Context: an optimization exercise on an open-source flow, tuned for small area and few clock cycles per item. The choices shown serve that exercise and are no tape-out recipe.
Function was checked by simulation only, so behaviour that the tests miss may differ from the original.
Power figures rest on the tool's default switching activity, not on a simulated workload.

<file path="design/flow/run.sh">
#!/bin/bash
# synth_recipe.tcl (not shown) runs the flow's synth.tcl, then flattens the netlist and writes it again
# the make line also repeats each setting of config.mk as NAME=value (left out here)
make -C /OpenROAD-flow-scripts/flow DESIGN_CONFIG=/design/flow/config.mk WORK_HOME=/design/flow/orfs CLKGATE_MAP_FILE= SYNTH_SCRIPT=/design/flow/synth_recipe.tcl finish
</file>
<file path="design/flow/config.mk">
export PLATFORM = sky130hd
export DESIGN_NAME = ordered_list_store
export DESIGN_NICKNAME = ordered_list_store
export VERILOG_FILES = /design/flow/design.v
export SDC_FILE = /design/flow/constraint.sdc
export NUM_CORES = 4
export LEC_CHECK = 0
export CAP_MARGIN = 20
export CORE_MARGIN = 2
export CORE_UTILIZATION = 40
export SLEW_MARGIN = 20
</file>
<file path="design/flow/constraint.sdc">
create_clock -name core_clock -period 6.0 [get_ports {clock}]
set_input_delay 1.2000 -clock core_clock [delete_from_list [all_inputs] [get_ports {clock}]]
set_output_delay 1.2000 -clock core_clock [all_outputs]
set_load 0.01 [all_outputs]
</file>
<file path="design/flow/design.v">
package ols_pkg;
   localparam int OLS_DEPTH     = 16;
   localparam int OLS_WORD_BITS = 32;
   localparam int OP_BITS     = 3;
   localparam int VALUE_BITS  = 32;
   localparam int POS_BITS    = 6;
   localparam int STATUS_BITS = 3;
   localparam int COUNT_BITS  = 5;
   localparam logic [VALUE_BITS-1:0] NEG_ONE = '1;
   typedef enum logic [OP_BITS-1:0] {
      OP_PUSH_BACK    = 3'd0,
      OP_POP_BACK     = 3'd1,
      OP_PUSH_FRONT   = 3'd2,
      OP_POP_FRONT    = 3'd3,
      OP_INSERT_AFTER = 3'd4,
      OP_READ_AT      = 3'd5,
      OP_FIND         = 3'd6
   } ols_op_type;
   typedef enum logic [STATUS_BITS-1:0] {
      ST_OK       = 3'd0,
      ST_INDEX    = 3'd1,
      ST_EMPTY    = 3'd2,
      ST_NOTFOUND = 3'd3,
      ST_FULL     = 3'd4
   } ols_status_type;
   typedef struct packed {
      logic load_new;
      logic take_prev;
      logic take_next;
   } ols_cell_ctl_type;
endpackage
import ols_pkg::*;
module ordered_list_store (
   input  logic                          clock,
   input  logic                          reset,
   input  logic                          req_valid,
   output logic                          req_ready,
   input  logic        [OP_BITS-1:0]     req_operation,
   input  logic signed [VALUE_BITS-1:0]  req_value,
   input  logic signed [POS_BITS-1:0]    req_position,
   output logic                          rsp_valid,
   input  logic                          rsp_ready,
   output logic signed [VALUE_BITS-1:0]  rsp_result_word,
   output logic        [STATUS_BITS-1:0] rsp_status,
   output logic        [COUNT_BITS-1:0]  rsp_count
);
   localparam int D = 16;
   logic [4:0]  count_ff;
   logic [3:0]  ord   [D];
   logic [31:0] slot  [D];
   logic        rsp_valid_ff;
   logic [2:0]  rsp_status_ff;
   logic [3:0]  rsp_sel_ff;
   logic        rsp_data_ff;
   logic        accept;
   assign req_ready = !rsp_valid_ff || rsp_ready;
   assign accept    = req_valid && req_ready;
   logic [2:0]  op;
   logic        is_ins, is_pop, is_popf, is_read, is_find;
   logic        full, empty;
   logic        pos_neg, pos_lt;      
   logic        ins_ok, pop_ok, read_ok;
   logic [4:0]  q;                    
   logic [3:0]  ridx;                 
   logic [3:0]  rslot;
   assign op      = req_operation;
   assign is_ins  = (op == 3'd0) || (op == 3'd2) || (op == 3'd4);
   assign is_pop  = (op == 3'd1) || (op == 3'd3);
   assign is_popf = (op == 3'd3);
   assign is_read = (op == 3'd5);
   assign is_find = (op == 3'd6);
   assign full    = count_ff[4];
   assign empty   = (count_ff == 5'd0);
   assign pos_neg = req_position[5];
   assign pos_lt  = pos_neg || ({1'b0, req_position[4:0]} < {1'b0, count_ff});
   always_comb begin
      ins_ok = 1'b0;
      q      = 5'd0;
      unique case (op)
         3'd0: begin q = count_ff; ins_ok = !full; end
         3'd2: begin q = 5'd0;     ins_ok = !full; end
         3'd4: begin
            q      = req_position[4:0] + 5'd1;
            ins_ok = !full && pos_lt && (!pos_neg || req_position == 6'h3f);
         end
         default: ;
      endcase
   end
   assign pop_ok  = is_pop && !empty;
   assign read_ok = is_read && !pos_neg && pos_lt;
   assign ridx    = (op == 3'd1) ? (count_ff[3:0] - 4'd1) :
                    (op == 3'd3) ? 4'd0 : req_position[3:0];
   assign rslot   = ord[ridx];
   logic [D-1:0] hit, hpos;
   logic [3:0]   fidx;
   logic         found;
   always_comb begin
      for (int s = 0; s < D; s++) hit[s] = (slot[s] == req_value);
      for (int p = 0; p < D; p++) hpos[p] = hit[ord[p]] && (5'(p) < count_ff);
      found = |hpos;
      fidx  = 4'd0;
      for (int p = D - 1; p >= 0; p--) if (hpos[p]) fidx = 4'(p);
   end
   logic [2:0] st;
   logic [3:0] sel;
   logic       isdata;
   always_comb begin
      st     = 3'd0;
      sel    = 4'd0;
      isdata = 1'b0;
      if (is_ins) begin
         if (op == 3'd4 && !(pos_lt && (!pos_neg || req_position == 6'h3f))) st = 3'd1;
         else if (full) st = 3'd4;
      end else if (is_pop) begin
         if (empty) st = 3'd2;
         else begin sel = rslot; isdata = 1'b1; end
      end else if (is_read) begin
         if (!read_ok) st = 3'd1;
         else begin sel = rslot; isdata = 1'b1; end
      end else if (is_find) begin
         if (!found) st = 3'd3;
         else sel = fidx;
      end
   end
   logic do_ins, do_popf;
   assign do_ins  = accept && ins_ok;
   assign do_popf = accept && pop_ok && is_popf;
   always_ff @(posedge clock) begin
      for (int i = 0; i < D; i++) begin
         if (reset) ord[i] <= 4'(i);
         else if (do_ins && 5'(i) >= q) ord[i] <= (5'(i) == q) ? ord[D-1] : ord[(i+D-1)%D];
         else if (do_popf) ord[i] <= ord[(i+1)%D];
      end
   end
   always_ff @(posedge clock) begin
      for (int s = 0; s < D; s++)
         if (do_ins && ord[D-1] == 4'(s)) slot[s] <= req_value;
   end
   always_ff @(posedge clock) begin
      if (reset) begin
         count_ff     <= '0;
         rsp_valid_ff <= 1'b0;
      end else begin
         if (accept) begin
            count_ff     <= count_ff + 5'(ins_ok) - 5'(pop_ok);
            rsp_valid_ff <= 1'b1;
         end else if (rsp_ready) begin
            rsp_valid_ff <= 1'b0;
         end
      end
   end
   always_ff @(posedge clock) begin
      if (accept) begin
         rsp_status_ff <= st;
         rsp_sel_ff    <= sel;
         rsp_data_ff   <= isdata;
      end
   end
   assign rsp_valid       = rsp_valid_ff;
   assign rsp_status      = rsp_status_ff;
   assign rsp_count       = count_ff;
   assign rsp_result_word = rsp_data_ff ? slot[rsp_sel_ff]
                          : {{28{rsp_status_ff != 3'd0}}, rsp_sel_ff | {4{rsp_status_ff != 3'd0}}};
endmodule
</file>
==> impl_metrics.tcl, run 1 <==
set metrics [dict create \
    ant_nets 0 \
    rrSetupSlack_ns 1.61 \
    crit_path_start_kind "flip-flop" \
    final_nets 2958 \
    antenna_found_initial 8 \
    fin_crit_ns 5.659 \
    post-route-period-util 0.9431 \
    rr_worst_depth 11 \
    status "complete, no violations" \
    yosysWarnings 3 \
    coreArea_um2 81850 \
    drv_cap 0 \
    setup_viol 0 \
    drt_wl_total_um 153300 \
    worstPathArrival_ns 4.46 \
    syn_area_per_cell_um2 11.94 \
    critPathCaptureType "primary output" \
    die_area_um2 84620 \
    crit_path_end "rsp_result_word[29]" \
    remaining_drc_errors 0 \
    wire_per_inst_um 38.18 \
    cellPowerDensity_nw_per_um2 273.5 \
    critical_path_class "reg -> out" \
    cts.sinks 590 \
    hold_buffers 0 \
    drtIter0Drc 4612 \
    finalSetupTns_ns 0 \
    cts_made_buffers 69 \
    drtPass1Iterations 6 \
    synth-edff-count 520 \
    clock_path_buffers 3 \
    fp.dieW_um 290.9 \
    rows 105 \
    dp_hpwl_um 107300 \
    worstMarginPinSlew_ns 1.282 \
    clock_latency_ns 0.64 \
    crit_required_ns 4.80 \
    reg2reg_to "slot[6][27]$_DFFE_PP_" \
    via_per_inst 6.829 \
    ys_types 87 \
    ys_ff_latch 590 \
    synthArstFlopShare 0 \
    cts_tree "built" \
    rsz0062_at_grt "no" \
    gp_congestion 1.072 \
    relSlewSlack 0.1378 \
    via_count 27425 \
    max_freq_mhz 176.7 \
    syn_nets 2822 \
    syn_to_final_growth_pct 15.13 \
    portBuffers 86 \
    r2r-start "count_ff[1]$_SDFFE_PP0P_" \
    hp-class "reg -> reg" \
    start_util 0.4023 \
    final_area_um2 37910 \
    postCtsSetupBuffers 0 \
    report.final.slew_viol_count 0 \
    synth-main-ff-cell "edfxtp_1" \
    grtUsageTotal 0.3541 \
    ctsResizeCount 0 \
    layout-drive-gt1-share 0.1363 \
    cts_root_buf "clkbuf_16" \
    io_pins 87 \
    synthesis.area_um2 32920 \
    p_leak_nw 12.75 \
    grt_max_degree 59 \
    yosysSeqAreaShare 0.5168 \
    syn_inst 2757 \
    clkTransAtPathRegs_ns 0.06 \
    skew_ns 0.03070 \
    critPathLaunch "rsp_sel_ff[2]$_SDFFCE_PN0P_" \
    h-tree-depth 3 \
    overflow 0 \
    grt_pass1_wl_um 210900 \
    grt_pass1_vias 25939 \
    fin_util 0.4631 \
    place_area_um2 35770 \
    vdd_drop_max_v 0.0002084 \
    hold_viol_final 0 \
    die_height_um 290.9 \
    critPathMaxFanout 19 \
]
==> layer usage <==
metal / vias up / share of wire / GRT usage
met2: 2321 / 0.44 / 0.5379
met3: 517 / 0.11 / 0.08323
met1: 13678 / 0.36 / 0.4435
met4: 8 / 0.088 / 0.2563
li1: 10901 / - / -
met5: - / 0.00031 / 0
==> through the flow <==
stage / cells / hold WS, ns / power (mW) / setup slack (ns)
2_1_floorplan: 2757 / 0.4695 / 5.539 / 0.1687
3_3_place_gp: 3891 / 0.4914 / 6.296 / 0.2332
3_5_place_dp: 3892 / 0.5094 / 6.296 / 0.1932
4_1_cts: 4011 / 0.5151 / 10.32 / 0.5647
5_1_grt: 4011 / 0.5440 / 10.58 / 0.4060
6_report: 4016 / 0.5279 / 10.37 / 0.3415
==> worst max-delay path, cell delays in order (launching register included) <==
cell and delay, ns:
edfxtp_1 0.75, nand2b_1 0.38, nor2_4 0.58, buf_4 0.49, a22oi_1 0.20, nand4_1 0.14
o221ai_1 0.45, nand2_1 0.21, clkdlybuf4s50_1 0.56
==> cell type report <==
type / count / area, um2
fillers: 7453 / 43940
flip-flops and latches: 590 / 17020
repair buffers: 279 / 2668
multi-input cells: 1908 / 14580
inverters: 45 / 168.9
clock inverters: 32 / 331.6
clock buffers: 87 / 1794
diodes: 5 / 12.51
well taps: 1070 / 1339
==> registers in the layout, summed over array words and instances (netlist names) <==
| signal | flops |
|---|---|
| slot | 512 |
| ord | 64 |
| count_ff | 5 |
| rsp_sel_ff | 4 |
| rsp_status_ff | 3 |
| rsp_data_ff | 1 |
| rsp_valid_ff | 1 |
==> synth_stat cells (21+ instances only) <==
library cell	instances	area [um2]
nand3_1	61	305.3
nor4_1	115	719.4
a22oi_1	184	1381
nor2_1	113	424.2
nand2_1	158	593.1
dfxtp_1	70	1401
mux2i_1	50	500.5
xnor2_1	99	867.1
a311oi_1	21	183.9
a211oi_1	21	157.7
xor2_1	418	3661
a21oi_1	101	505.5
a22o_1	25	219.0
nand4_1	95	594.3
inv_1	43	161.4
edfxtp_1	520	15610
o221ai_1	43	376.6
o21ai_0	36	180.2
clkbuf_1	127	476.7
buf_6	24	270.3
mux4_2	36	810.8
o211ai_1	21	157.7
nor3_1	44	220.2
a221oi_1	33	289.0
==> kinds of logic after synthesis <==
group           after synthesis  share of synthesized area
compound gates              593                     0.1329
flops                       590                     0.5168
fa+ha+maj                    20                   0.007829
mux                         107                    0.05123
xor+xnor                    518                     0.1380
simple gates                670                     0.1050
buf+inv                     259                    0.04815
==> power breakdown <==
part | switching, mW | leakage (nW) | internal, mW
sequential | 0.152 | 5.26 | 4.52
clock | 1.82 | 1.03 | 2.28
combinational | 1.06 | 6.47 | 0.543
==> cells in the final DEF, fill, tap and decap left out, types with 73 or more instances in the layout <==
cell type,count
a21oi_1,101
clkdlybuf4s50_1,73
nand4_1,95
xnor2_1,99
a22oi_1,184
nor2_1,92
nand2_1,158
buf_4,158
xor2_1,418
nor4_1,112
edfxtp_1,520
==> worst min path at each step <==
stage | startpoint | end | slack, ns | cells after the start
6_report | ord[2][2]$_SDFFE_PP0P_ | ord[1][2]$_SDFFE_PP0P_ | 0.53 | 2
5_1_grt | ord[2][2]$_SDFFE_PP0P_ | ord[1][2]$_SDFFE_PP0P_ | 0.54 | 2
4_1_cts | ord[2][2]$_SDFFE_PP0P_ | ord[1][2]$_SDFFE_PP0P_ | 0.52 | 2
3_5_place_dp | ord[2][2]$_SDFFE_PP0P_ | ord[1][2]$_SDFFE_PP0P_ | 0.51 | 2
3_3_place_gp | ord[2][2]$_SDFFE_PP0P_ | ord[1][2]$_SDFFE_PP0P_ | 0.49 | 2
2_1_floorplan | ord[8][0]$_SDFFE_PP0P_ | ord[8][0]$_SDFFE_PP0P_ | 0.47 | 2
Testbench counts, summed over its fixed seeds: cycles 16,008, items 16,000.
==> inputs of run 2 (changes only) <==
--- a/design/flow/config.mk
+++ b/design/flow/config.mk
@@ -10,2 +10,5 @@
 export CORE_UTILIZATION = 40
+export CTS_BUF_LIST = sky130_fd_sc_hd__clkbuf_16
+export CTS_CLUSTER_DIAMETER = 100
+export CTS_CLUSTER_SIZE = 30
 export SLEW_MARGIN = 20
==> run 2 against run 1 <==
  * Wire length is 1.5% lower
  * Count of clock-buffer cells in the layout is 58 lower
  * Utilization is 1.5 points lower
  * Global-route usage is 0.67 points lower
  * Worst setup slack better by 0.091 ns
  * Hold slack better by 0.012 ns
==> impl_metrics.tcl, run 2 <==
set metrics [dict create \
    via_per_inst 6.837 \
    worstPathArrival_ns 4.37 \
    hp-start "ord[2][2]$_SDFFE_PP0P_" \
    yosysSeqAreaShare 0.5168 \
    io_pins 87 \
    drtIter0Drc 4315 \
    dp_hpwl_um 107300 \
    rr_worst_depth 11 \
    grt_pass1_vias 25475 \
    ctsResizeCount 0 \
    layout_commonest_cell "edfxtp_1" \
    cts.sinks 590 \
    via_count 26936 \
    syn_inst 2757 \
    die_area_um2 84620 \
    wire_per_inst_um 38.34 \
    die_height_um 290.9 \
    drtPass1Iterations 5 \
    yosysWarnings 3 \
    rsz0062_at_grt "no" \
    largest_reg_flops 512 \
    cts_tree "built" \
    synthesis.area_um2 32920 \
    worstMarginPinSlew_ns 1.266 \
    synth-main-ff-cell "edfxtp_1" \
    coreArea_um2 81850 \
    rows 105 \
    syn_area_per_cell_um2 11.94 \
    synth_top_area_cell "edfxtp_1" \
    synth_top_area_share 0.4743 \
    skew_ns 0.05090 \
    drv_cap 0 \
    synth-edff-count 520 \
    fillers 7551 \
    fp.dieW_um 290.9 \
    status "complete, no violations" \
    p_leak_nw 12.17 \
    start_util 0.4023 \
    relSlewSlack 0.1485 \
    final_nets 2918 \
    portBuffers 86 \
    p_total_mw 8.685 \
    setup_viol 0 \
    remaining_drc_errors 0 \
    max_freq_mhz 179.6 \
    synthArstFlopShare 0 \
    h-tree-depth 1 \
    ys_top_cells_by_count "edfxtp_1 (520), xor2_1 (418), a22oi_1 (184)" \
    holdPathEnd "ord[1][2]$_SDFFE_PP0P_" \
    clock_path_buffers 3 \
    critPathCaptureType "primary output" \
    ys_ff_latch 590 \
    antenna_found_initial 10 \
    rrSetupSlack_ns 1.62 \
    vdd_drop_max_v 0.0002431 \
    reg.largest.list "slot: 512 flops, ord: 64 flops, count_ff: 5 flops" \
    postCtsSetupBuffers 0 \
    clock_latency_ns 0.69 \
    cellPowerDensity_nw_per_um2 236.7 \
    clkTransAtPathRegs_ns 0.09 \
    top_register "slot" \
    overflow 0 \
    critPathMaxFanout 19 \
    cts_made_buffers 29 \
    critical_path_class "reg -> out" \
    crit_required_ns 4.80 \
    post-route-period-util 0.9279 \
    synthMostInstantiatedCell "edfxtp_1" \
    crit_path_start_kind "flip-flop" \
    hold_buffers 0 \
    syn_nets 2822 \
    gp_congestion 1.072 \
    fin_crit_ns 5.567 \
    synth_area_leaders "edfxtp_1 (47%), xor2_1 (11%), dfxtp_1 (4.3%)" \
    report.final.slew_viol_count 0 \
    r2r-start "count_ff[1]$_SDFFE_PP0P_" \
    hold_path_depth 2 \
    ys_types 87 \
    hold_viol_final 0 \
    grt_max_degree 59 \
    layout-drive-gt1-share 0.1231 \
    cts_root_buf "clkbuf_16" \
    hp-class "reg -> reg" \
    drt_wl_total_um 151000 \
    final_cell_mix "edfxtp_1 (520), xor2_1 (418), a22oi_1 (184)" \
    finalSetupTns_ns 0 \
    grt_pass1_wl_um 207900 \
    reg2reg_to "slot[6][20]$_DFFE_PP_" \
    syn_to_final_growth_pct 11.47 \
    grtUsageTotal 0.3474 \
    ant_nets 0 \
]
## run 2: cell type report
cell class | instances | area, um2 | area share
flip-flops and latches | 590 | 17020 | 0.4637
multi-input cells | 1908 | 14580 | 0.3972
repair buffers | 279 | 2668 | 0.07269
well taps | 1070 | 1339 | 0.03648
clock buffers | 29 | 725.7 | 0.01977
clock inverters | 16 | 197.7 | 0.005387
inverters | 45 | 168.9 | 0.004603
diodes | 3 | 7.507 | 0.0002046
## run 2: how the worst max path moves through the flow
stage	startpoint	to	slack, ns	cells past startpoint
2_1_floorplan	req_position[1]	slot[0][0]$_DFFE_PP_	0.17	10
3_3_place_gp	req_value[20]	rsp_status_ff[0]$_DFFE_PP_	0.23	16
3_5_place_dp	req_value[20]	rsp_status_ff[1]$_SDFFCE_PN0P_	0.19	16
4_1_cts	rsp_sel_ff[3]$_SDFFCE_PN0P_	rsp_result_word[13]	0.56	8
5_1_grt	rsp_sel_ff[2]$_SDFFCE_PN0P_	rsp_result_word[29]	0.40	8
6_report	rsp_sel_ff[1]$_SDFFCE_PN0P_	rsp_result_word[29]	0.43	8
## run 2: stage by stage
stage | worst slack, ns | utilization | instance area [um2] | hold slack [ns] | instances
CTS | 0.5554 | 0.4483 | 36690 | 0.5288 | 3937
global route | 0.4037 | 0.4483 | 36690 | 0.5597 | 3937
finish | 0.4326 | 0.4484 | 36700 | 0.5397 | 3940
floorplan | 0.1687 | - | 32940 | 0.4695 | 2757
detailed placement | 0.1932 | 0.4370 | 35770 | 0.5094 | 3892
global placement | 0.2332 | 0.4368 | 35750 | 0.4914 | 3891
## run 2: metal layers
metal | global-route usage | part of all wire | up-vias
met1 | 0.4460 | 0.37 | 13495
met5 | 0 | 0.00046 | -
met2 | 0.5306 | 0.44 | 2167
li1 | - | - | 10782
met4 | 0.2386 | 0.087 | 10
met3 | 0.06864 | 0.11 | 482
## run 2: cell families (layout without fill, tap and decap cells)
group / Yosys count / count (layout) / share of synthesized area
AO/OA/AOI/OAI: 593 / 593 / 0.1329
flip-flops: 590 / 590 / 0.5168
other: 0 / 3 / 0
XOR/XNOR: 518 / 518 / 0.1380
adder cells (fa/ha/maj): 20 / 20 / 0.007829
buffers and inverters: 259 / 369 / 0.04815
multiplexers: 107 / 107 / 0.05123
AND/OR/NAND/NOR: 670 / 670 / 0.1050
## run 2: critical path, cell delays in order, from the launching register on
cell and delay (ns):
edfxtp_1 0.75, nand2_1 0.37, nor2_4 0.56, buf_4 0.50, a22oi_1 0.19, nand4_1 0.14
o221ai_1 0.41, nand2_1 0.20, clkdlybuf4s50_1 0.56
## run 2: power breakdown
group	switching (mW)	leakage (nW)	internal [mW]	total, mW
Combinational	1.05	6.47	0.543	1.59
Sequential	0.150	5.26	4.52	4.67
Clock	1.49	0.447	0.937	2.43
==> inputs of run 3 (changes only) <==
--- a/design/flow/config.mk
+++ b/design/flow/config.mk
@@ -11,4 +11,4 @@
 export CTS_BUF_LIST = sky130_fd_sc_hd__clkbuf_16
-export CTS_CLUSTER_DIAMETER = 100
-export CTS_CLUSTER_SIZE = 30
+export CTS_CLUSTER_DIAMETER = 60
+export CTS_CLUSTER_SIZE = 20
 export SLEW_MARGIN = 20
==> run 3 against run 2 <==
  * Still clean
  * Die area stayed put
  * Power is 14% higher
  * Hold slack better by 0.0016 ns
  * Via count is 1.3% higher
  * Count of clock-buffer cells in the layout is 24 higher
  * Critical path type unchanged
  * Largest cell class unchanged
==> impl_metrics.tcl, run 3 <==
set metrics [dict create \
    io_pins 87 \
    wire_per_inst_um 38.21 \
    remaining_drc_errors 0 \
    drtIter0Drc 4192 \
    synth_top_area_cell "edfxtp_1" \
    clock_path_buffers 3 \
    vdd_drop_max_v 0.0002360 \
    synth-edff-count 520 \
    cts.sinks 590 \
    fillers 7476 \
    final_nets 2941 \
    postCtsSetupBuffers 0 \
    worstMarginPinSlew_ns 1.207 \
    die_height_um 290.9 \
    h-tree-depth 2 \
    cts_made_buffers 52 \
    grt_pass1_wl_um 209500 \
    grt_pass1_vias 25671 \
    reg.largest.list "slot: 512 flops, ord: 64 flops, count_ff: 5 flops" \
    skew_ns 0.07549 \
    syn_nets 2822 \
    place_area_um2 35770 \
    top_register "slot" \
    rsz0062_at_grt "no" \
    layout-drive-gt1-share 0.1361 \
    start_util 0.4023 \
    layout_commonest_cell "edfxtp_1" \
    largest_reg_flops 512 \
    grt_max_degree 59 \
    ys_types 87 \
    synthMostInstantiatedCell "edfxtp_1" \
    critical_path_class "reg -> out" \
    drt_wl_total_um 152500 \
    syn_to_final_growth_pct 14.14 \
    multiInputGateArea_um2 14580 \
    rows 105 \
    hp-class "reg -> reg" \
    max_freq_mhz 179.3 \
    hold_viol_final 0 \
    finalSetupTns_ns 0 \
    yosysWarnings 3 \
    via_count 27295 \
    cts_root_buf "clkbuf_16" \
    setup_viol 0 \
    synthesis.area_um2 32920 \
    gp_congestion 1.072 \
    fin_util 0.4591 \
    dp_hpwl_um 107300 \
    fp.dieW_um 290.9 \
    synth-main-ff-cell "edfxtp_1" \
    portBuffers 86 \
    antenna_found_initial 7 \
    crit_required_ns 4.80 \
    clock_latency_ns 0.68 \
    drv_cap 0 \
    fin_crit_ns 5.579 \
    synthArstFlopShare 0 \
    report.final.slew_viol_count 0 \
    final_area_um2 37580 \
    syn_area_per_cell_um2 11.94 \
    final_cell_mix "edfxtp_1 (520), xor2_1 (418), a22oi_1 (184)" \
    seq_area_um2 17020 \
    ys_top_cells_by_count "edfxtp_1 (520), xor2_1 (418), a22oi_1 (184)" \
    synth_top_area_share 0.4743 \
    worstPathArrival_ns 4.38 \
    via_per_inst 6.839 \
    hold_buffers 0 \
    post-route-period-util 0.9298 \
    ant_nets 0 \
    drtPass1Iterations 6 \
    crit_path_start_kind "flip-flop" \
    relSlewSlack 0.1877 \
    yosysSeqAreaShare 0.5168 \
    grtUsageTotal 0.3507 \
    cts_tree "built" \
    critPathCaptureType "primary output" \
    critPathMaxFanout 14 \
    ys_ff_latch 590 \
    syn_inst 2757 \
    die_area_um2 84620 \
    synth_area_leaders "edfxtp_1 (47%), xor2_1 (11%), dfxtp_1 (4.3%)" \
    clkTransAtPathRegs_ns 0.06 \
    status "complete, no violations" \
    ctsResizeCount 0 \
    p_leak_nw 12.61 \
    cellPowerDensity_nw_per_um2 263.5 \
    coreArea_um2 81850 \
    whs_ns 0.5412 \
    overflow 0 \
]
==> run 3: cell types whose count changed in the layout (fill, tap and decap cells not counted), moves of 2 or more <==
cell,delta
bufinv_16,+5
clkbuf_16,+24
clkinv_2,+2
clkinv_4,+4
clkinv_8,+3
clkinvlp_4,+3
inv_1,+5
inv_16,-2
inv_6,+6
==> run 3: layout make-up <==
| class | instances | area share |
|---|---|---|
| diodes | 4 | 0.0002664 |
| flip-flops and latches | 590 | 0.4528 |
| clock inverters | 42 | 0.01265 |
| clock buffers | 53 | 0.03529 |
| multi-input cells | 1908 | 0.3879 |
| inverters | 45 | 0.004495 |
| well taps | 1070 | 0.03562 |
| repair buffers | 279 | 0.07098 |
==> run 3: per-stage QoR <==
step,power (mW),std cells,setup slack [ns]
2_1_floorplan,5.539,2757,0.1687
3_3_place_gp,6.296,3891,0.2332
3_5_place_dp,6.296,3892,0.1932
4_1_cts,9.863,3987,0.5904
5_1_grt,10.11,3987,0.4839
6_report,9.902,3991,0.4214
==> run 3: metal layers <==
metal / global-route usage / wire [um]
met1: 0.4470 / 55520
met2: 0.5316 / 66210
met3: 0.07139 / 17250
met4: 0.2544 / 13500
met5: 0 / 21
==> run 3: power breakdown <==
| part | switching [mW] | leakage, nW | internal (mW) |
|---|---|---|---|
| clock network | 1.75 | 0.889 | 1.88 |
| registers | 0.152 | 5.26 | 4.52 |
| logic | 1.06 | 6.47 | 0.544 |
==> run 3: logic make-up (layout without fill, tap and decap cells) <==
family          after synthesis  after routing  share of synthesized area
other cells                   0              4                          0
mux                         107            107                    0.05123
simple gates                670            670                     0.1050
flops                       590            590                     0.5168
fa+ha+maj                    20             20                   0.007829
xor+xnor                    518            518                     0.1380
buf+inv                     259            419                    0.04815
compound gates              593            593                     0.1329
==> run 3: final timing paths <==
path	start	slack (ns)	cells after the start	endpoint
setup / recovery	rsp_sel_ff[3]$_SDFFCE_PN0P_	0.42	8	rsp_result_word[13]
hold / removal	ord[2][2]$_SDFFE_PP0P_	0.54	2	ord[1][2]$_SDFFE_PP0P_
setup reg to reg	slot[1][3]$_DFFE_PP_	1.59	11	rsp_sel_ff[1]$_SDFFCE_PN0P_
hold reg to reg	ord[2][2]$_SDFFE_PP0P_	0.54	2	ord[1][2]$_SDFFE_PP0P_
==> run 3: worst max-delay path, stage by stage, from the launching register on <==
cell             delay (ns)
edfxtp_1               0.74
nand2_1                0.37
nor3_2                 0.85
buf_4                  0.48
a22oi_1                0.14
nand4_1                0.19
o221ai_1               0.23
nand2_1                0.16
clkdlybuf4s50_1        0.56
==> inputs of run 4 (changes only) <==
--- a/design/flow/config.mk
+++ b/design/flow/config.mk
@@ -9,6 +9,6 @@
 export CORE_MARGIN = 2
-export CORE_UTILIZATION = 40
-export CTS_BUF_LIST = sky130_fd_sc_hd__clkbuf_16
-export CTS_CLUSTER_DIAMETER = 60
-export CTS_CLUSTER_SIZE = 20
+export CORE_UTILIZATION = 60
+export CTS_BUF_LIST = sky130_fd_sc_hd__clkbuf_4 sky130_fd_sc_hd__clkbuf_8
+export HOLD_SLACK_MARGIN = 0
+export PLACE_DENSITY = 0.7
 export SLEW_MARGIN = 20
==> run 4 against run 3 <==
  * Still clean
  * Design area decreased by 0.31%
  * Clock skew fell by 0.032 ns
  * Clock power increased by 1%
  * Register-to-register slack got worse by 0.63 ns
  * Cell count shrank 6.9%
  * Sequential share of layout area rose by 0.14 points
  * Fmax fell by 2.8%
  * Critical path depth rose by 6
  * Worst setup slack got worse by 0.16 ns
  * Largest power group unchanged
==> impl_metrics.tcl, run 4 <==
set metrics [dict create \
    status "complete, no violations" \
    p_leak_nw 12.86 \
    coreArea_um2 54030 \
    hold_viol_final 0 \
    ys_top_cells_by_count "edfxtp_1 (520), xor2_1 (418), a22oi_1 (184)" \
    io_pins 87 \
    rrSetupSlack_ns 0.96 \
    grtUsageMet1 0.5962 \
    syn_nets 2822 \
    crit_top_cell "nor2_1" \
    rows 85 \
    drtPass1Iterations 6 \
    cellPowerDensity_nw_per_um2 265.8 \
    hold_buffers 0 \
    cts_tree "built" \
    cts_made_buffers 97 \
    final_cell_mix "edfxtp_1 (520), xor2_1 (414), a22oi_1 (184)" \
    grtUsageTotal 0.5184 \
    dp_hpwl_um 101000 \
    ys_types 87 \
    synth-edff-count 520 \
    slowest_delay_ns 0.98 \
    relSlewSlack 0.1109 \
    via_count 28339 \
    clkTransAtPathRegs_ns 0.07 \
    synth_top_area_cell "edfxtp_1" \
    synthesis.area_um2 32920 \
    combPwrFrac 0.163 \
    grt_pass1_wl_um 204000 \
    clock_latency_ns 0.75 \
    ctsResizeCount 0 \
    antenna_found_initial 9 \
    p_seq_frac 0.468 \
    place_ws_ns -0.1353 \
    drv_cap 0 \
    wire_per_inst_um 39.62 \
    worst_slack_ns 0.2578 \
    ys_ff_latch 590 \
    layout_commonest_cell "edfxtp_1" \
    critical_path_class "in -> reg" \
    crit_required_ns 6.54 \
    synth_top_area_share 0.4743 \
    syn_to_final_growth_pct 13.79 \
    skew_ns 0.04373 \
    h-tree-depth 3 \
    cts.sinks 590 \
    sw_frac_of_total 0.2993 \
    p_clk_frac 0.369 \
    syn_area_per_cell_um2 11.94 \
    layout-drive-gt1-share 0.1593 \
    synthArstFlopShare 0 \
    finalSetupTns_ns 0 \
    fp.dieW_um 238.3 \
    intPower_mw 6.977 \
    grt_use_met3 0.1908 \
    postCtsSetupBuffers 0 \
    post-route-period-util 0.9570 \
    yosysSeqAreaShare 0.5168 \
    grt_pass1_vias 26551 \
    worstMarginPinSlew_ns 1.324 \
    largest_reg_flops 512 \
    grt_max_degree 59 \
    rsz0062_at_grt "no" \
    fillers 3827 \
    critPathCaptureType "flip-flop" \
    synth_area_leaders "edfxtp_1 (47%), xor2_1 (11%), dfxtp_1 (4.3%)" \
    max_freq_mhz 174.2 \
    gr-usage-met2 0.7635 \
    crit_path_start_kind "input pin" \
    grt_busiest_layer "met2" \
    reg.largest.list "slot: 512 flops, ord: 64 flops, count_ff: 5 flops" \
    synthMostInstantiatedCell "edfxtp_1" \
    cts_root_buf "clkbuf_8" \
    yosysWarnings 3 \
    top_register "slot" \
    hp-class "reg -> reg" \
    clock_path_buffers 3 \
    ant_nets 0 \
    die_area_um2 56760 \
    worstPathArrival_ns 6.28 \
    p_switching_mw 2.981 \
    drtIter0Drc 5298 \
    gp_congestion 1.135 \
    overflow 0 \
    crit_chain "clkdlybuf4s50_1 > buf_12 > xor2_1 > nor4_1 > nand4_1 > nor2_1 > buf_4 > mux4_2 > nor2_1 > a2111oi_0 > a31o_2 > or4b_4 > nor3_1 > o32ai_1" \
    setup_viol 0 \
    final_nets 3002 \
    critPathMaxFanout 32 \
    via_per_inst 7.630 \
    remaining_drc_errors 0 \
    portBuffers 86 \
    cp_slowest_cell "nor4_1" \
    report.final.slew_viol_count 0 \
    drt_wl_total_um 147100 \
    die_height_um 238.3 \
    syn_inst 2757 \
    vdd_drop_max_v 0.0002711 \
    synth-main-ff-cell "edfxtp_1" \
    start_util 0.6094 \
    fin_crit_ns 5.742 \
]
[run 4: cell types whose count changed in the layout (fill, tap and decap cells not counted), sizes merged]
cell | previous run | this run
buf | 205 | 213
bufinv | 5 | 3
inv | 60 | 48
clkdlybuf4s50 | 73 | 80
clkbuf | 54 | 130
clkinv | 18 | 39
diode | 4 | 5
clkinvlp | 4 | 2
[run 4: per-layer routing]
metal	vias up	wire, um
li1	11013	-
met1	13483	45970
met2	3003	62940
met3	832	21310
met4	8	16860
met5	-	49
[run 4: worst paths after layout]
check                                            start  cells past startpoint                           to
worst min-delay path            ord[2][2]$_SDFFE_PP0P_                      2       ord[1][2]$_SDFFE_PP0P_
worst max-delay path                     req_value[10]                     14  rsp_sel_ff[1]$_SDFFCE_PN0P_
worst min register to register  ord[2][2]$_SDFFE_PP0P_                      2       ord[1][2]$_SDFFE_PP0P_
worst max register to register  slot[14][10]$_DFFE_PP_                     12  rsp_sel_ff[1]$_SDFFCE_PN0P_
[run 4: worst max-delay path: cells and delay by family]
family,cells,cell delay (ns)
AND/OR/NAND/NOR,6,2.24
multiplexers,1,0.23
XOR/XNOR,1,0.17
buffers and inverters,3,0.95
AO/OA/AOI/OAI,3,1.45
[run 4: cells by family (layout without fill, tap and decap cells)]
family                   Yosys count  after routing  share of synthesized area
multiplexers                     107            107                    0.05123
other                              0              5                          0
XOR/XNOR                         518            518                     0.1380
AO/OA/AOI/OAI                    593            593                     0.1329
flip-flops                       590            590                     0.5168
adder cells (fa/ha/maj)           20             20                   0.007829
AND/OR/NAND/NOR                  670            670                     0.1050
buffers and inverters            259            515                    0.04815
[run 4: final cells by class]
type / count / area (um2) / area share
flip-flops and latches: 590 / 17020 / 0.4542
multi-input cells: 1908 / 14620 / 0.3903
repair buffers: 295 / 2825 / 0.07541
clock buffers: 128 / 1612 / 0.04302
well taps: 696 / 870.8 / 0.02324
clock inverters: 47 / 335.3 / 0.008950
inverters: 45 / 168.9 / 0.004509
diodes: 5 / 12.51 / 0.0003340
[run 4: metrics by stage]
step                      power (mW)  area [um2]  utilization  cells  hold slack (ns)
after floorplan                5.539       32940            -   2757           0.4695
after global placement         6.248       35430       0.6559   3532           0.5067
after detailed placement       6.266       35430       0.6559   3532           0.5146
after CTS                      9.819       37380       0.6919   3707           0.5285
after global routing           10.11       37450       0.6933   3710           0.5577
final                          9.958       37460       0.6934   3714           0.5268
[run 4: power groups by stage]
| stage | Clock (mW) | Sequential [mW] | Combinational [mW] |
|---|---|---|---|
| floorplan | 0 | 4.65 | 0.888 |
| finish | 3.67 | 4.66 | 1.63 |
| global route | 3.79 | 4.66 | 1.66 |
| detailed placement | 0 | 4.73 | 1.53 |
| CTS | 3.63 | 4.65 | 1.54 |
| global placement | 0 | 4.74 | 1.51 |
==> inputs of run 5 (changes only) <==
==> design/flow/flow/run.sh (new file) <==
#!/bin/bash
# Own layout flow: the standard flow (standard.sh) with a clock tree
# without dummy loads, smaller port buffers, and power recovery (which
# downsizes gates off the critical paths) after global routing.
set -euo pipefail
cd "$(dirname "$0")/.."
bash standard.sh \
  "CTS_ARGS=-sink_clustering_enable -repair_clock_nets -dont_use_dummy_load -buf_list sky130_fd_sc_hd__clkbuf_16 -sink_clustering_size 20 -sink_clustering_max_diameter 60" \
  "BUFFER_PORTS_ARGS=-buffer_cell sky130_fd_sc_hd__buf_2" \
  RECOVER_POWER=100 \
  finish > flow_make.log 2>&1
==> design/flow/standard.sh (new file) <==
#!/bin/bash
# synth_recipe.tcl (not shown) runs the flow's synth.tcl, then flattens the netlist and writes it again
# the make line also repeats each setting of config.mk as NAME=value (left out here)
make -C /OpenROAD-flow-scripts/flow DESIGN_CONFIG=/design/flow/config.mk WORK_HOME=/design/flow/orfs CLKGATE_MAP_FILE= SYNTH_SCRIPT=/design/flow/synth_recipe.tcl "${@:-finish}"
--- a/design/flow/config.mk
+++ b/design/flow/config.mk
@@ -9,6 +9,3 @@
 export CORE_MARGIN = 2
-export CORE_UTILIZATION = 60
-export CTS_BUF_LIST = sky130_fd_sc_hd__clkbuf_4 sky130_fd_sc_hd__clkbuf_8
-export HOLD_SLACK_MARGIN = 0
-export PLACE_DENSITY = 0.7
+export CORE_UTILIZATION = 40
 export SLEW_MARGIN = 20
removed: design/flow/run.sh
==> run 5 against run 4 <==
  * Hold slack worse by 0.011 ns
  * Now fails the layout checks on max-capacitance violations, max-slew violations
  * Die area up 49%
  * Clock skew up 0.072 ns
==> impl_metrics.tcl, run 5 <==
set metrics [dict create \
    syn_to_final_growth_pct 8.592 \
    die_area_um2 84620 \
    gp_congestion 1.052 \
    syn_nets 2822 \
    cts_root_buf "clkbuf_16" \
    synth_area_leaders "edfxtp_1 (47%), xor2_1 (11%), dfxtp_1 (4.3%)" \
    ys_ff_latch 590 \
    cts.sinks 590 \
    reg.largest.list "slot: 512 flops, ord: 64 flops, count_ff: 5 flops" \
    setup_viol 0 \
    top_register "slot" \
    remaining_drc_errors 0 \
    final_area_um2 35750 \
    ant_nets 0 \
    via_per_inst 6.912 \
    yosysWarnings 3 \
    reg2reg_to "slot[15][13]$_DFFE_PP_" \
    synth_top_area_cell "edfxtp_1" \
    fp.dieW_um 290.9 \
    antenna_found_initial 10 \
    critical_path_class "in -> reg" \
    r2r-start "count_ff[1]$_SDFFE_PP0P_" \
    layout_commonest_cell "edfxtp_1" \
    hp-class "reg -> reg" \
    coreArea_um2 81850 \
    hp-start "ord[2][2]$_SDFFE_PP0P_" \
    worstMarginPinSlew_ns 2.919 \
    grt_max_degree 58 \
    syn_area_per_cell_um2 11.94 \
    die_height_um 290.9 \
    io_pins 87 \
    relSlewSlack -0.9457 \
    cellPowerDensity_nw_per_um2 257.0 \
    ctsResizeCount 0 \
    so_faults "max-capacitance violations, max-slew violations" \
    place_area_um2 34750 \
    synthMostInstantiatedCell "edfxtp_1" \
    drt_wl_total_um 152800 \
    synth-main-ff-cell "edfxtp_1" \
    final_cell_mix "edfxtp_1 (520), xor2_1 (418), a22oi_1 (184)" \
    critPathCaptureType "flip-flop" \
    fin_crit_ns 5.732 \
    crit_required_ns 6.33 \
    portBuffers 86 \
    start_util 0.4023 \
    worstPathArrival_ns 6.06 \
    ys_types 87 \
    critPathMaxFanout 26 \
    via_count 26963 \
    drtIter0Drc 4804 \
    synth-edff-count 520 \
    dp_hpwl_um 107100 \
    hold_path_depth 2 \
    holdPathEnd "ord[1][2]$_SDFFE_PP0P_" \
    clock_path_buffers 3 \
    wire_per_inst_um 39.18 \
    overflow 0 \
    rsz0062_at_grt "no" \
    yosysSeqAreaShare 0.5168 \
    synthesis.area_um2 32920 \
    postCtsSetupBuffers 0 \
    hold_viol_final 0 \
    p_leak_nw 11.76 \
    grt_pass1_wl_um 209200 \
    drtPass1Iterations 6 \
    critPathLaunch "req_value[25]" \
    clkTransAtPathRegs_ns 0.06 \
    rr_worst_depth 11 \
    fillers 7591 \
    fin_util 0.4368 \
    hold_buffers 0 \
    final_nets 2896 \
    skew_ns 0.1162 \
    ys_top_cells_by_count "edfxtp_1 (520), xor2_1 (418), a22oi_1 (184)" \
    vdd_drop_max_v 0.0002364 \
    clock_latency_ns 0.68 \
    largest_reg_flops 512 \
    status "finished with violations" \
    rrSetupSlack_ns 0.49 \
    rows 105 \
    post-route-period-util 0.9554 \
    max_freq_mhz 174.5 \
    syn_inst 2757 \
    cts_made_buffers 53 \
    report.final.slew_viol_count 567 \
    layout-drive-gt1-share 0.1032 \
    synthArstFlopShare 0 \
    synth_top_area_share 0.4743 \
    drv_cap 18 \
    grt_pass1_vias 25172 \
    grtUsageTotal 0.3519 \
    cts_tree "built" \
    h-tree-depth 2 \
    crit_path_start_kind "input pin" \
]
run 5: cell count changes in the layout (fill, tap and decap cells not counted), sizes merged, moves of 5 or more:
cell           before  now
inv                48   43
clkdlybuf4s50      80    0
clkinv             39    2
buf               213  125
clkbuf            130  161
run 5: per-stage QoR:
step           power, mW  worst slack, ns  hold WS [ns]  TNS, ns  std cells
6_report           9.189           0.2678        0.5156        0       3901
5_1_grt            9.384           0.2604        0.5316        0       3899
4_1_cts            9.152           0.4018        0.5139        0       3899
3_5_place_dp       6.196          -0.2414        0.5052  -0.9854       3846
3_3_place_gp       6.194          -0.1980        0.5052  -0.6265       3846
2_1_floorplan      5.539           0.1687        0.4695        0       2757
run 5: worst max-delay path by stage:
stage | endpoint | slack (ns) | depth (start not counted)
floorplan | slot[0][0]$_DFFE_PP_ | 0.17 | 10
global placement | rsp_sel_ff[1]$_SDFFCE_PN0P_ | -0.20 | 14
detailed placement | rsp_sel_ff[1]$_SDFFCE_PN0P_ | -0.24 | 14
CTS | rsp_sel_ff[1]$_SDFFCE_PN0P_ | 0.40 | 14
global route | rsp_sel_ff[1]$_SDFFCE_PN0P_ | 0.26 | 14
finish | rsp_sel_ff[0]$_SDFFCE_PN0P_ | 0.27 | 12
run 5: layout make-up:
type                       instances  area, um2  share of cell area
clock buffer                      53       1326             0.03710
tap                             1070       1339             0.03745
antenna                            2      5.005           0.0001400
multi-input combinational       1908      14540              0.4067
inverter                          45      168.9            0.004724
sequential                       590      17020              0.4759
timing repair buffer             233       1356             0.03794
run 5: report_power, final:
part / switching [mW] / internal [mW] / total (mW) / leakage (nW)
combinational: 1.04 / 0.440 / 1.48 / 5.85
clock: 1.50 / 1.54 / 3.04 / 0.653
sequential: 0.148 / 4.52 / 4.67 / 5.26
total: 2.69 / 6.50 / 9.19 / 11.8
run 5: cells by family (layout without fill, tap and decap cells):
logic type | after synthesis | after routing | share of synthesized area
adder cells (fa/ha/maj) | 20 | 20 | 0.007829
multiplexers | 107 | 107 | 0.05123
AO/OA/AOI/OAI | 593 | 593 | 0.1329
buffers and inverters | 259 | 331 | 0.04815
AND/OR/NAND/NOR | 670 | 670 | 0.1050
XOR/XNOR | 518 | 518 | 0.1380
flip-flops | 590 | 590 | 0.5168
other | 0 | 2 | 0
run 5: routing by layer:
metal  share of wire  GRT usage
met1            0.36     0.4524
met2            0.43     0.5350
met3            0.12    0.07788
met4           0.088     0.2305
met5         0.00097   0.005105
run 5: worst max-delay path, cell delays in order:
cell and delay (ns):
clkbuf_1 1.02, buf_4 0.34, xor2_1 0.08, nor4_1 0.66, nand4_1 0.56, nor2_1 0.34, mux4_1 0.29, nor3_1 0.06
or4_1 0.65, a21boi_0 0.18, or4_1 0.41, a31o_2 0.24
==> inputs of run 6 (changes only) <==
==> design/flow/flow/run.sh (replaced) <==
#!/bin/bash
# Own layout flow: the standard flow (standard.sh) with three changes.
#  1. Synthesis is ORFS's own, run by standard.sh, with an area-oriented ABC
#     mapping script in place of the speed script (a copy of ORFS's scripts
#     folder with only abc_speed.script replaced); registers are unchanged.
#  2. Port buffers are buf_2 cells.
#  3. The clock tree uses clkbuf_16 only, larger sink clusters and no dummy
#     loads.
# Each tool's output goes to the ORFS logs under orfs/logs and to the
# flow_*.log files here.
set -euo pipefail
cd "$(dirname "$0")/.."
W=$PWD
rm -rf "$W/scripts_area"
cp -r "$FLOW_HOME/scripts" "$W/scripts_area"
cat > "$W/scripts_area/abc_speed.script" <<'ABC'
&get -n
&st
&dch -f
&nf -a -R 1000
&put
ABC
bash standard.sh SCRIPTS_DIR="$W/scripts_area" synth > flow_synth.log 2>&1
bash standard.sh \
  "CTS_ARGS=-sink_clustering_enable -repair_clock_nets -dont_use_dummy_load -buf_list sky130_fd_sc_hd__clkbuf_16 -sink_clustering_size 25 -sink_clustering_max_diameter 70" \
  "BUFFER_PORTS_ARGS=-buffer_cell sky130_fd_sc_hd__buf_2" \
  finish > flow_layout.log 2>&1
==> run 6 against run 5 <==
  * Now clean on timing, DRC and antenna
  * Worst setup slack got worse by 0.048 ns
  * Power down 4.4%
  * Clock skew increased by 0.0030 ns
  * Global-route usage down 9.1 points
  * Sequential share of layout area is 0.76 points higher
  * Die area down 6.4%
  * Synthesized area down 6.5%
  * Flip-flop and latch count unchanged
  * Wire length decreased by 31%
  * First-iteration DRC count shrank 29%
  * Clock power decreased by 15%
  * Synthesized cell count down 7.1%
==> impl_metrics.tcl, run 6 <==
set metrics [dict create \
    status "complete, no violations" \
    rsz0062_at_grt "no" \
    synthMostInstantiatedCell "edfxtp_1" \
    place_area_um2 34130 \
    start_util 0.4046 \
    max_freq_mhz 173.0 \
    crit_required_ns 6.28 \
    fillers 6945 \
    cts.sinks 590 \
    synth_top_area_cell "edfxtp_1" \
    skew_ns 0.1192 \
    critPathCaptureType "flip-flop" \
    drv_cap 0 \
    p_seq_frac 0.543 \
    ys_types 49 \
    seq_area_um2 17020 \
    cts_root_buf "clkbuf_16" \
    final_cell_mix "edfxtp_1 (520), xor2_1 (355), a21oi_1 (192)" \
    cts_made_buffers 42 \
    layout_commonest_cell "edfxtp_1" \
    critPathMaxFanout 23 \
    drtPass1Iterations 8 \
    largest_reg_flops 512 \
    intPower_mw 6.296 \
    ys_ff_latch 590 \
    cellPowerDensity_nw_per_um2 249.7 \
    critical_path_class "in -> reg" \
    top_register "slot" \
    yosysSeqAreaShare 0.5528 \
    fin_crit_ns 5.780 \
    via_count 24583 \
    critical-path-top-delay-family "simple AND/OR/NAND/NOR gates" \
    synth_top_area_share 0.5073 \
    dp_hpwl_um 74060 \
    synthesis.area_um2 30780 \
    multiInputGateArea_um2 13860 \
    hold_buffers 0 \
    path_buf_inv 5 \
    relSlewSlack 0.2837 \
    clock_latency_ns 0.63 \
    grt_pass1_wl_um 154700 \
    ant_nets 0 \
    hold_path_depth 2 \
    slowest_delay_ns 0.87 \
    rr_worst_depth 21 \
    yosysWarnings 3 \
    syn_to_final_growth_pct 14.33 \
    layout-drive-gt1-share 0.1243 \
    final_nets 2938 \
    synth-edff-count 520 \
    worstMarginPinSlew_ns 1.073 \
    crit_path_start_kind "input pin" \
    postCtsSetupBuffers 0 \
    post-route-period-util 0.9634 \
    die_area_um2 79180 \
    wire_per_inst_um 27.19 \
    grt_max_degree 71 \
    vdd_drop_max_v 0.0002020 \
    layout.cells.non_filler 3902 \
    worstPathArrival_ns 6.06 \
    synth_area_leaders "edfxtp_1 (51%), xor2_1 (10%), dfxtp_1 (4.6%)" \
    clkTransAtPathRegs_ns 0.07 \
    r2r-start "slot[4][22]$_DFFE_PP_" \
    io_pins 87 \
    report.final.slew_viol_count 0 \
    hold_viol_final 0 \
    rrSetupSlack_ns 1.00 \
    p_clk_frac 0.294 \
    antenna_found_initial 3 \
    holdPathEnd "rsp_valid_ff$_SDFFE_PP0P_" \
    grtUsageTotal 0.2613 \
    crit_top_cell "o21ai_0" \
    setup_viol 0 \
    fin_util 0.4626 \
    grt_pass1_vias 23750 \
    p_switching_mw 2.490 \
    h-tree-depth 2 \
    drt_wl_total_um 106100 \
    clock_path_buffers 3 \
    ys_top_cells_by_count "edfxtp_1 (520), xor2_1 (355), a21oi_1 (192)" \
    ctsResizeCount 0 \
    coreArea_um2 76080 \
    hp-start "rsp_valid_ff$_SDFFE_PP0P_" \
    combPwrFrac 0.163 \
    syn_inst 2560 \
    overflow 0 \
    rows 101 \
    gp_congestion 0.9597 \
    crit_chain "buf_2 > buf_4 > xor2_1 > nor4_1 > nand4_1 > nor2_1 > buf_4 > clkinv_1 > o21ai_0 > a311oi_1 > a31oi_1 > buf_4 > nand3_1 > nand2_1 > a21boi_0 > o21ai_0 > a21oi_1 > o21ai_0 > a21oi_1 > o21ai_0 > nand2_1 > nand3_1 > o21ai_0" \
    synthArstFlopShare 0 \
    sw_frac_of_total 0.2834 \
    portBuffers 86 \
    cp_slowest_cell "nor4_1" \
    synth-main-ff-cell "edfxtp_1" \
    p_leak_nw 11.41 \
    die_height_um 281.4 \
    final_area_um2 35190 \
    hp-class "reg -> reg" \
    syn_area_per_cell_um2 12.02 \
    cts_tree "built" \
    dp.cells 3859 \
    fp.dieW_um 281.4 \
    via_per_inst 6.300 \
    remaining_drc_errors 0 \
    reg2reg_to "rsp_sel_ff[0]$_SDFFCE_PN0P_" \
    syn_nets 2625 \
    reg.largest.list "slot: 512 flops, ord: 64 flops, count_ff: 5 flops" \
    drtIter0Drc 3401 \
]
[run 6: cell types whose count changed after synthesis, moves of 29 or more]
cell / previous run / this run
a21oi_1: 101 / 192
a221oi_1: 33 / 68
a222oi_1: 1 / 49
a22o_1: 25 / 61
a22oi_1: 184 / 80
clkbuf_1: 127 / 0
inv_1: 43 / 0
nor2_1: 113 / 142
o21ai_0: 36 / 125
o221ai_1: 43 / 7
xnor2_1: 99 / 160
xor2_1: 418 / 355
[run 6: worst reg2reg max path, cell delays in order (launching register included)]
cell and delay, ns:
edfxtp_1 0.42, xor2_1 0.17, nor4_1 0.87, nand4_1 0.49, nor2_1 0.31, buf_4 0.16
clkinv_1 0.13, o21ai_0 0.19, a311oi_1 0.11, a31oi_1 0.23, buf_4 0.17, nand3_1 0.10
nand2_1 0.11, a21boi_0 0.08, o21ai_0 0.22, a21oi_1 0.10, o21ai_0 0.25, a21oi_1 0.12
o21ai_0 0.18, nand2_1 0.09, nand3_1 0.10, o21ai_0 0.07
[run 6: logic make-up after synthesis]
| kind of cell | share of synthesized area |
|---|---|
| multiplexers | 0.02707 |
| XOR/XNOR | 0.1465 |
| AO/OA/AOI/OAI | 0.1672 |
| adder cells (fa/ha/maj) | 0.008374 |
| AND/OR/NAND/NOR | 0.09508 |
| buffers and inverters | 0.002927 |
| flip-flops | 0.5528 |
[run 6: layer usage]
layer / part of all wire / global-route usage
met1: 0.42 / 0.3668
met2: 0.46 / 0.4152
met3: 0.089 / 0.04309
met4: 0.030 / 0.07979
met5: 0 / 0
[run 6: power by group through the flow]
| stage | Combinational (mW) | Sequential, mW | Clock (mW) |
|---|---|---|---|
| 4_1_cts | 1.41 | 4.75 | 2.64 |
| 2_1_floorplan | 0.766 | 4.76 | 0 |
| 5_1_grt | 1.54 | 4.77 | 2.77 |
| 3_3_place_gp | 1.39 | 4.85 | 0 |
| 6_report | 1.43 | 4.77 | 2.59 |
| 3_5_place_dp | 1.40 | 4.85 | 0 |
[run 6: worst max-delay path by stage]
| stage | start | depth (start not counted) | end |
|---|---|---|---|
| detailed placement | req_value[22] | 20 | rsp_sel_ff[2]$_SDFFCE_PN0P_ |
| global route | req_value[21] | 24 | rsp_sel_ff[0]$_SDFFCE_PN0P_ |
| global placement | req_value[22] | 23 | rsp_sel_ff[0]$_SDFFCE_PN0P_ |
| finish | req_value[22] | 23 | rsp_sel_ff[0]$_SDFFCE_PN0P_ |
| CTS | req_value[22] | 20 | rsp_sel_ff[2]$_SDFFCE_PN0P_ |
| floorplan | req_position[4] | 10 | slot[3][0]$_DFFE_PP_ |
[run 6: stage by stage]
step	hold WS [ns]	power [mW]	setup slack (ns)	TNS, ns
floorplan	0.4751	5.530	0.4250	0
global placement	0.5134	6.231	-0.01100	-0.01271
detailed placement	0.5284	6.245	0.02925	0
CTS	0.5404	8.799	0.5651	0
global route	0.6016	9.082	0.1181	0
finish	0.5361	8.786	0.2198	0
[run 6: area by class of cell]
cell class,count,area share
Sequential cell,590,0.4835
Multi-Input combinational cell,1947,0.3939
Timing Repair Buffer,270,0.05362
Tap cell,1030,0.03662
Clock buffer,42,0.02987
Inverter,22,0.002347
Antenna cell,1,0.00007111
==> inputs of run 7 (changes only) <==
--- a/design/flow/config.mk
+++ b/design/flow/config.mk
@@ -10,2 +10,3 @@
 export CORE_UTILIZATION = 40
+export GPL_TIMING_DRIVEN = 0
 export SLEW_MARGIN = 20
==> run 7 against run 6 <==
  * Still clean on timing, DRC and antenna
  * Power down 2.1%
  * Synthesized area did not move
  * Design area down 0.52%
  * Sequential share of layout area is 0.27 points higher
  * Critical path depth shrank 19
  * Count of clock-buffer cells in the layout down 3
  * Via count decreased by 3.0%
  * Die area did not move
  * First-iteration DRC count shrank 3.2%
  * Utilization decreased by 0.24 points
  * Wire length down 5.5%
  * Critical path type is now reg -> out
  * Critical endpoint is now rsp_result_word[13]
  * Largest cell class unchanged
==> impl_metrics.tcl, run 7 <==
set metrics [dict create \
    drt_wl_total_um 100300 \
    critPathMaxFanout 28 \
    grt_pass1_wl_um 147900 \
    ys_types 49 \
    fp.dieW_um 281.4 \
    layout.cells.non_filler 3800 \
    relSlewSlack 0.2186 \
    holdPathEnd "rsp_valid_ff$_SDFFE_PP0P_" \
    syn_area_per_cell_um2 12.02 \
    drtPass1Iterations 9 \
    syn_inst 2560 \
    drv_cap 0 \
    rsz0062_at_grt "no" \
    gp_congestion 0.9574 \
    setup_viol 0 \
    via_count 23843 \
    crit_chain "clkinv_1 > nand2_2 > o21ai_0 > buf_2" \
    overflow 0 \
    layout-drive-gt1-share 0.1036 \
    reg.largest.list "slot: 512 flops, ord: 64 flops, count_ff: 5 flops" \
    report.final.slew_viol_count 0 \
    whs_ns 0.5265 \
    fillers 6921 \
    grt_pass1_vias 22729 \
    hp-class "reg -> reg" \
    vdd_drop_max_v 0.0002927 \
    synth_area_leaders "edfxtp_1 (51%), xor2_1 (10%), dfxtp_1 (4.6%)" \
    critical_path_class "reg -> out" \
    synthArstFlopShare 0 \
    h-tree-depth 2 \
    die_height_um 281.4 \
    p_leak_nw 11.03 \
    coreArea_um2 76080 \
    die_area_um2 79180 \
    synth_top_area_share 0.5073 \
    critPathCaptureType "primary output" \
    rows 101 \
    synth-edff-count 520 \
    antenna_found_initial 1 \
    final_cell_mix "edfxtp_1 (520), xor2_1 (355), a21oi_1 (192)" \
    syn_nets 2625 \
    cts.sinks 590 \
    start_util 0.4046 \
    hp-start "rsp_valid_ff$_SDFFE_PP0P_" \
    slowest_delay_ns 1.25 \
    dp_hpwl_um 71400 \
    n_antenna_cell 0 \
    ys_top_cells_by_count "edfxtp_1 (520), xor2_1 (355), a21oi_1 (192)" \
    post-route-period-util 0.9909 \
    synth_top_area_cell "edfxtp_1" \
    io_pins 87 \
    synthMostInstantiatedCell "edfxtp_1" \
    drtIter0Drc 3291 \
    r2r-start "slot[5][22]$_DFFE_PP_" \
    cellPowerDensity_nw_per_um2 245.6 \
    clock_latency_ns 0.60 \
    reg2reg_to "rsp_sel_ff[2]$_SDFFCE_PN0P_" \
    synthesis.area_um2 30780 \
    yosysWarnings 3 \
    cts_root_buf "clkbuf_16" \
    largest_reg_flops 512 \
    cts_tree "built" \
    grt_max_degree 71 \
    p_total_mw 8.599 \
    ant_nets 0 \
    worstMarginPinSlew_ns 1.165 \
    skew_ns 0.06575 \
    clkTransAtPathRegs_ns 0.09 \
    hold_viol_final 0 \
    hold_path_depth 2 \
    top_register "slot" \
    crit_required_ns 4.80 \
    fin_crit_ns 5.946 \
    ys_ff_latch 590 \
    wire_per_inst_um 26.38 \
    crit_path_start_kind "flip-flop" \
    cp_slowest_cell "clkinv_1" \
    cts_made_buffers 39 \
    status "complete, no violations" \
    grtUsageTotal 0.2477 \
    dp.cells 3750 \
    clock_path_buffers 3 \
    layout_commonest_cell "edfxtp_1" \
    syn_to_final_growth_pct 13.74 \
    synth-main-ff-cell "edfxtp_1" \
    yosysSeqAreaShare 0.5528 \
    remaining_drc_errors 0 \
    hold_buffers 0 \
    rr_worst_depth 16 \
    worstPathArrival_ns 4.75 \
    final_nets 2837 \
    max_freq_mhz 168.2 \
    via_per_inst 6.274 \
    rrSetupSlack_ns 0.78 \
    portBuffers 86 \
]
run 7: area by class of cell:
class,instances,area (um2),share of cell area
buffer,1,7.507,0.0002144
clock buffer,39,975.9,0.02788
timing repair buffer,171,1574,0.04496
tap,1030,1289,0.03681
sequential,590,17020,0.4862
inverter,22,82.58,0.002359
multi-input combinational,1947,14060,0.4016
run 7: critical path: cells and delay by family, from the launching register on:
| kind | cells | cell delay [ns] |
|---|---|---|
| AOI/OAI and AO/OA | 1 | 0.47 |
| buffers and inverters | 2 | 1.52 |
| DFF | 1 | 1.05 |
| and+or+nand+nor | 1 | 1.09 |
run 7: routing by layer:
layer  track usage  vias up  routed length (um)
met5             0        -                   0
met4       0.07883        0                2766
met3       0.03638      139                8951
met2        0.3908     1160               46240
met1        0.3516    11909               42310
li1              -    10635                   -
run 7: per-stage QoR:
step	utilization	worst slack (ns)	instance area, um2	TNS [ns]
after floorplan	-	0.4250	30780	0
after global routing	0.4602	0.005663	35010	0
after CTS	0.4584	0.01689	34870	0
final	0.4602	0.05437	35010	0
after global placement	0.4272	-2.871	32500	-664.74
after detailed placement	0.4436	-1.470	33740	-6.140
run 7: worst max path at each step:
stage / startpoint / end / slack [ns] / depth (start not counted)
after floorplan: req_position[4] / slot[3][0]$_DFFE_PP_ / 0.43 / 10
after global placement: req_position[2] / slot[2][11]$_DFFE_PP_ / -2.87 / 11
after detailed placement: req_value[23] / rsp_sel_ff[2]$_SDFFCE_PN0P_ / -1.47 / 17
after CTS: req_value[11] / rsp_sel_ff[2]$_SDFFCE_PN0P_ / 0.02 / 18
after global routing: req_value[9] / rsp_sel_ff[2]$_SDFFCE_PN0P_ / 0.006 / 18
final: rsp_data_ff$_SDFFCE_PN0P_ / rsp_result_word[13] / 0.05 / 4
run 7: where the power goes:
group          total (mW)  internal [mW]  switching, mW
sequential           4.77           4.55          0.217
clock                2.46           1.15           1.31
combinational        1.37          0.497          0.875
total                8.60           6.20           2.40
run 7: logic make-up (layout without fill, tap and decap cells):
group / Yosys count / in the layout / synth area share
AO/OA/AOI/OAI: 744 / 744 / 0.1672
XOR/XNOR: 515 / 515 / 0.1465
adder cells (fa/ha/maj): 20 / 20 / 0.008374
AND/OR/NAND/NOR: 598 / 598 / 0.09508
buffers and inverters: 23 / 233 / 0.002927
multiplexers: 70 / 70 / 0.02707
flip-flops: 590 / 590 / 0.5528
run 7: timing repair:
action,CTS,global route
resized for setup,19,32
setup endpoints to repair,5,3
buffers inserted,9,2
pin swaps,4,2
==> inputs of run 8 (changes only) <==
--- a/design/flow/design.v
+++ b/design/flow/design.v
@@ -161,4 +161,11 @@
    assign rsp_count       = count_ff;
-   assign rsp_result_word = rsp_data_ff ? slot[rsp_sel_ff]
-                          : {{28{rsp_status_ff != 3'd0}}, rsp_sel_ff | {4{rsp_status_ff != 3'd0}}};
+   logic        rsp_err;
+   logic [31:0] rsp_slot_word;
+   assign rsp_err = |rsp_status_ff;
+   always_comb begin
+      rsp_slot_word = '0;
+      for (int s = 0; s < D; s++)
+         rsp_slot_word = rsp_slot_word | (slot[s] & {32{rsp_data_ff && rsp_sel_ff == 4'(s)}});
+   end
+   assign rsp_result_word = rsp_slot_word | {32{rsp_err}} | {28'b0, rsp_sel_ff & {4{!rsp_data_ff}}};
 endmodule
--- a/design/flow/flow/run.sh
+++ b/design/flow/flow/run.sh
@@ -18,2 +18,3 @@
 &st
+&deepsyn -T 60
 &dch -f
==> run 8 against run 7 <==
  * Now fails the layout checks on negative setup slack
  * Clock power grew about 10%
  * Design area about the same
  * Sequential power grew 2%
  * Clock skew grew 0.0070 ns
  * Critical endpoint is now rsp_sel_ff[0]$_SDFFCE_PN0P_
  * Largest power group unchanged
  * Register-to-register slack lost 0.59 ns
  * Synthesized area is 1.7% lower
  * Count of clock-buffer cells in the layout increased by 3
  * Combinational power is 47% higher
  * Fmax shrank 2.3%
==> impl_metrics.tcl, run 8 <==
set metrics [dict create \
    ys_types 59 \
    rows 100 \
    syn_nets 2687 \
    worstPathArrival_ns 6.39 \
    fin_crit_ns 6.087 \
    setup_viol 1 \
    p_leak_nw 10.80 \
    p_total_mw 9.576 \
    critical_path_class "in -> reg" \
    die_height_um 279.0 \
    reg2reg_to "rsp_sel_ff[0]$_SDFFCE_PN0P_" \
    cts_root_buf "clkbuf_16" \
    report.final.slew_viol_count 0 \
    combPwrFrac 0.210 \
    worst_slack_ns -0.08688 \
    ys_ff_latch 590 \
    layout_commonest_cell "edfxtp_1" \
    layout-drive-gt1-share 0.1175 \
    syn_to_final_growth_pct 15.80 \
    final_area_um2 35020 \
    fp.dieW_um 279.0 \
    cts_made_buffers 42 \
    grt_max_degree 43 \
    p_seq_frac 0.508 \
    coreArea_um2 74700 \
    so_faults "negative setup slack" \
    rrSetupSlack_ns 0.19 \
    cts.sinks 590 \
    via_per_inst 8.226 \
    remaining_drc_errors 0 \
    drtIter0Drc 7731 \
    drtPass1Iterations 10 \
    sw_frac_of_total 0.3315 \
    clock_path_buffers 3 \
    cts_tree "built" \
    worstMarginPinSlew_ns 1.270 \
    ant_nets 0 \
    portBuffers 86 \
    drt_wl_total_um 189300 \
    overflow 0 \
    yosysSeqAreaShare 0.5626 \
    antenna_found_initial 12 \
    intPower_mw 6.402 \
    synth-main-ff-cell "edfxtp_1" \
    synthesis.area_um2 30250 \
    ys_top_cells_by_count "edfxtp_1 (520), nor2_1 (193), o22ai_1 (184)" \
    hold_viol_final 0 \
    via_count 31532 \
    max_freq_mhz 164.3 \
    wire_per_inst_um 49.38 \
    reg.largest.list "slot: 512 flops, ord: 64 flops, count_ff: 5 flops" \
    synth_top_area_cell "edfxtp_1" \
    gp_congestion 1.080 \
    top_register "slot" \
    post-route-period-util 1.014 \
    vdd_drop_max_v 0.0001807 \
    synth-edff-count 520 \
    start_util 0.4049 \
    clkTransAtPathRegs_ns 0.07 \
    synth_area_leaders "edfxtp_1 (52%), dfxtp_1 (4.6%), a222oi_1 (4.4%)" \
    clock_latency_ns 0.65 \
    io_pins 87 \
    relSlewSlack 0.1536 \
    rsz0062_at_grt "no" \
    status "finished with violations" \
    critPathCaptureType "flip-flop" \
    final_nets 2927 \
    hp-class "reg -> reg" \
    synth_top_area_share 0.5163 \
    r2r-start "slot[12][10]$_DFFE_PP_" \
    fillers 6855 \
]
## run 8: worst min path at each step
| stage | depth (start not counted) | startpoint | endpoint |
|---|---|---|---|
| CTS | 2 | rsp_valid_ff$_SDFFE_PP0P_ | rsp_valid_ff$_SDFFE_PP0P_ |
| global route | 2 | rsp_valid_ff$_SDFFE_PP0P_ | rsp_valid_ff$_SDFFE_PP0P_ |
| floorplan | 2 | ord[1][3]$_SDFFE_PP0P_ | ord[0][3]$_SDFFE_PP0P_ |
| global placement | 2 | rsp_valid_ff$_SDFFE_PP0P_ | rsp_valid_ff$_SDFFE_PP0P_ |
| finish | 2 | rsp_valid_ff$_SDFFE_PP0P_ | rsp_valid_ff$_SDFFE_PP0P_ |
| detailed placement | 2 | rsp_valid_ff$_SDFFE_PP0P_ | rsp_valid_ff$_SDFFE_PP0P_ |
## run 8: through the flow
step / hold WS (ns) / cells / worst slack (ns)
after floorplan: 0.4661 / 2621 / 0.07136
after global placement: 0.4978 / 3676 / -6.120
after detailed placement: 0.5266 / 3767 / -3.268
after CTS: 0.5326 / 3815 / 0.001037
after global routing: 0.5766 / 3828 / 0.008962
final: 0.5456 / 3833 / -0.08688
## run 8: power by group through the flow
| stage | clock [mW] | sequential [mW] | combinational, mW |
|---|---|---|---|
| finish | 2.71 | 4.86 | 2.01 |
| global route | 2.80 | 4.85 | 2.05 |
| CTS | 2.69 | 4.83 | 1.87 |
| detailed placement | 0 | 4.92 | 1.83 |
| global placement | 0 | 4.91 | 1.78 |
| floorplan | 0 | 4.79 | 0.968 |
## run 8: kinds of logic after synthesis
group / share of synthesized area
AO/OA/AOI/OAI: 0.2486
AND/OR/NAND/NOR: 0.1227
flip-flops: 0.5626
buffers and inverters: 0.01973
XOR/XNOR: 0.03707
adder cells (fa/ha/maj): 0.008936
multiplexers: 0.0003310
## run 8: worst max-delay path, cell delays in order
cell and delay [ns]:
clkbuf_4 0.37, a221oi_4 0.56, nand4_1 0.32, a2111oi_4 0.64, nand4_1 0.30, nor4_4 0.26, buf_4 0.18, buf_2 0.23
buf_2 0.25, nor2b_1 0.07, a311oi_1 0.24, a311oi_1 0.18, a2111oi_2 0.39, a21oi_1 0.08, o21ai_1 0.24, nand2_1 0.12
a21oi_1 0.14, o21ai_0 0.09, a21o_1 0.19, a21oi_1 0.14, o22ai_1 0.11
## run 8: repair_timing
item | 4_1_cts | 5_1_grt
gates resized for setup | 97 | 36
gates cloned | 0 | 1
pin swaps | 3 | 8
endpoints found under the setup margin | 6 | 6
buffers inserted | 6 | 11
## run 8: final cells by class
type	count	area (um2)	share of cell area
Multi-Input combinational cell	1873	13100	0.3741
Sequential cell	590	17020	0.4860
Timing Repair Buffer	195	1819	0.05194
Inverter	157	788.3	0.02251
Antenna cell	5	12.51	0.0003572
Tap cell	969	1212	0.03462
Timing Repair inverter	1	8.758	0.0002501
Buffer	1	7.507	0.0002143
Clock buffer	42	1051	0.03001
## run 8: metal layers
metal	share of wire	vias to the layer above	global-route usage	wire (um)
li1	-	11596	-	-
met1	0.37	15716	0.6355	69220
met2	0.38	3574	0.6237	71900
met3	0.18	640	0.2180	34620
met4	0.071	6	0.2439	13420
met5	0.00068	-	0.01001	129
Testbench counts of run 8, summed over its fixed seeds: cycles 16,008, items 16,000.

Setup slack of run 8, layout unchanged: -0.087 ns with ideal ports, -0.037 ns with driving cells assumed (clock clkbuf_16, inputs buf_2), -0.720 ns with port delays also shifted by the 0.683 ns mid clock arrival.
